What follows belongs to an exercise in optimizing a design on an open flow for small area, a short achievable clock period and few clock cycles per item; a production flow would make more cautious choices.
The RTL was checked by simulation tests, not by an equivalence proof against the original design.

== run a ==
==> flow/design.v (excerpt) <==
module julia_render #(
    parameter int H_PIXELS = 64,
    parameter int V_PIXELS = 48,
    parameter int MAX_ITER = 255,
    parameter int FRAC     = 14
) (
    input  logic               clock,
    input  logic               reset,
    input  logic               valid,
    input  logic signed [17:0] c_real,
    input  logic signed [17:0] c_comp,
    input  logic signed [17:0] x,
    input  logic signed [17:0] y,
    input  logic signed [17:0] scale,
    output logic [18:0]        wr_addr,
    output logic [7:0]         wr_data,
    output logic               wr_en,
    input  logic               wr_ready,
    output logic               busy,
    output logic               done
);
Size: ~3200 cells after synthesis, ~430 flip-flops, roughly 32000 um2 of cells after synthesis.
clock: 12.0 ns
lec_check: 0
cap_margin: 20
core_margin: 2
core_utilization: 60
slew_margin: 20
standard.sh (not shown) runs the stock make flow with config.mk's settings and CLKGATE_MAP_FILE= SYNTH_SCRIPT=/design/flow/synth_recipe.tcl, a recipe that flattens the netlist after the stock synthesis.
==> flow/flow/run.sh <==
#!/bin/bash
set -euo pipefail
bash standard.sh SETUP_SLACK_MARGIN=8 finish > standard_make.log 2>&1
Run a ended with every stage complete and zero timing, DRC or antenna violations.
Testbench counts of run a, summed over its fixed seeds: cycles 1,323,491, pixels 98,304.
Changes in run b relative to run a:
--- a/flow/design.v
+++ b/flow/design.v
@@ -28,16 +28,15 @@
     logic [7:0]  it0_q;
     logic [11:0] a0_q;
     logic        v1_q, p1_q, in1_q, per1_q, cap1_q;
     logic [17:0] s1r_q, s1i_q;
     logic [7:0]  it1_q;
     logic [11:0] a1_q;
-    logic [23:0] xa_q, xb_q, ea_q, eb_q;
-    logic [22:0] ya_q, yb_q;
-    logic [1:0]  xk_q, ek_q;
-    logic        yk_q;
+    logic [31:0] xa_q, xb_q;
+    logic [30:0] ya_q, yb_q;
+    logic [31:0] ea_q, eb_q;
     logic        ov_q;
     logic [11:0] oa_q;
     logic [7:0]  od_q;
     logic        valid_q, busy_q, run_q, done_q;
     logic [15:0] dr, di;
     assign dr = zr_q[15:0];
@@ -2058,35 +2057,27 @@
     wire t_914;
     assign t_913 = ~bop7[16] ^ bop7[15];
     assign t_914 = ~bop7[16] & bop7[15];
     wire [30:0] ya, yb;
     assign ya = {t_913, t_911, t_909, t_906, t_905, t_902, t_901, t_899, t_896, t_894, t_892, t_890, t_888, t_886, t_884, t_882, t_880, t_878, t_876, t_874, t_872, t_870, t_868, t_866, t_864, t_862, t_860, t_858, bon1, bop0[1], bon0};
     assign yb = {t_912, t_910, t_908, t_907, t_904, t_903, t_900, t_898, t_897, t_895, t_893, t_891, t_889, t_887, t_885, t_883, t_881, t_879, t_877, t_875, t_873, t_871, t_869, t_867, t_865, t_863, t_861, t_859, t_857, 1'b0, bop0[0]};
-    logic [9:0] xl, el;
-    logic [8:0] yl;
-    assign xl = {2'b0, xa[7:0]} + {2'b0, xb[7:0]} + 10'd2;
-    assign yl = {1'b0, ya[7:0]} + {1'b0, yb[7:0]};
-    assign el = {2'b0, ea[7:0]} + {2'b0, eb[7:0]} + 10'hff;
     localparam logic [63:0] MUL3 = 64'b1001001001001001001001001001001001001001001001001001001001001001;
     logic save;
     assign save = (it0_q[1:0] == 2'd0) && MUL3[it0_q[7:2]];
     logic inr, ini, per, cap;
     assign inr = (zr_q[17:15] == 3'b000) || (zr_q[17:15] == 3'b111) || (zr_q == 18'h08000);
     assign ini = (zi_q[17:15] == 3'b000) || (zi_q[17:15] == 3'b111) || (zi_q == 18'h08000);
     assign per = (it0_q != 8'h00) && (zr_q == s0r_q) && (zi_q == s0i_q);
     assign cap = (it0_q == 8'hff);
     always_ff @(posedge clock) begin
-        xa_q   <= xa[31:8];
-        xb_q   <= xb[31:8];
-        xk_q   <= xl[9:8];
-        ya_q   <= ya[30:8];
-        yb_q   <= yb[30:8];
-        yk_q   <= yl[8];
-        ea_q   <= ea[31:8];
-        eb_q   <= eb[31:8];
-        ek_q   <= el[9:8];
+        xa_q   <= xa;
+        xb_q   <= xb;
+        ya_q   <= ya;
+        yb_q   <= yb;
+        ea_q   <= ea;
+        eb_q   <= eb;
         in1_q  <= inr && ini;
         per1_q <= per;
         cap1_q <= cap;
         it1_q  <= it0_q;
         a1_q   <= a0_q;
         if (save) begin
@@ -2097,22 +2088,23 @@
             s1i_q <= s0i_q;
         end
         s0r_q <= s1r_q;
         s0i_q <= s1i_q;
     end
     logic [17:0] zr_new, zi_new;
-    logic [23:0] xs, es;
-    logic [22:0] ys;
+    logic [31:0] xs;
+    logic [30:0] ys;
+    logic [31:0] es;
     logic        escape, fin, can_emit, emit, load;
     logic [7:0]  count;
-    assign xs     = xa_q + xb_q + {cr_q, 6'd0} + {22'd0, xk_q};
-    assign zr_new = xs[23:6];
-    assign ys     = ya_q + yb_q + {ci_q, 5'd0} + {22'd0, yk_q};
-    assign zi_new = ys[22:5];
-    assign es     = ea_q + eb_q + 24'hbf_ffff + {22'd0, ek_q};
-    assign escape = !in1_q || !es[23];
+    assign xs     = xa_q + xb_q + {cr_q, 14'd2};
+    assign zr_new = xs[31:14];
+    assign ys     = ya_q + yb_q + {ci_q, 13'd0};
+    assign zi_new = ys[30:13];
+    assign es     = ea_q + eb_q + 32'hbfff_ffff;
+    assign escape = !in1_q || !es[31];
     assign fin    = p1_q || (v1_q && (escape || cap1_q || per1_q));
     assign count  = (v1_q && per1_q) ? 8'hff : it1_q;
     assign can_emit = !ov_q || wr_ready;
     assign emit     = run_q && fin && can_emit;
     assign load     = run_q && !gdone_q && (emit || !(v1_q || p1_q));
     logic start, finish;
==> comparison <==
Comparing run a and run b, the higher multi-input combinational area share is on run a.
Run a → run b: maximum cell stage delay along the critical path shows an increase of 0.22 ns; wire length after detailed routing picked up an extra about 1.8%; design area went up by 1.2%.
Run b ended up with flop to primary output as its critical path class; run a ended up with primary input to flop.
Row initial antenna violation count: run b higher / run a lower
Compared with run a, run b shows net count reported at finish that has gone down slightly.
Per the comparison of run b with run a, number of inserted filler cells in the final layout shows a reduction of 0.93%; layout overhead on the synthesized area shows a reduction of 0.27 points; cell count shows a reduction of about 0.7%.
Proportion of cell area occupied by registers was higher in the run labelled run b.
In the flow results for run a and run b, the worst hold slack is smaller on run b.
Testbench counts of run b, summed over its fixed seeds: cycles 1,323,491, pixels 98,304.

==> separate check: timing with driven ports <==
The results above use ideal ports. As a check the final layouts listed here were re-extracted and re-timed, cells and wires unchanged. Step 1 sets driving cells, clkbuf_16 on the clock port and buf_2 on the other inputs (assumed; they add their load-dependent delay and slew). Step 2 times the ports against the registers' clock, not the clock port: input delays grow and output delays shrink by t, the midpoint of the rising clock arrivals with the driver on. a / b / c = no drivers / after step 1 / after step 2; a / b = the first two.
| run | t, ns | setup slack, ns | worst hold slack (ns) | worst register clock-pin slew, ns | cell pins on the clock port's net |
|---|---|---|---|---|---|
| run a | 0.673 | 8.039 / 8.006 / 7.406 | 0.325 / 0.325 / 0.325 | 0.07 / 0.07 | 1 |
| run b | 0.686 | 8.053 / 7.991 / 7.561 | 0.300 / 0.300 / 0.300 | 0.07 / 0.07 | 1 |
After both steps every run listed still meets setup and hold. For run a, which loses most, drivers alone change the setup slack by -0.033 ns; drivers and shift together by -0.633 ns.
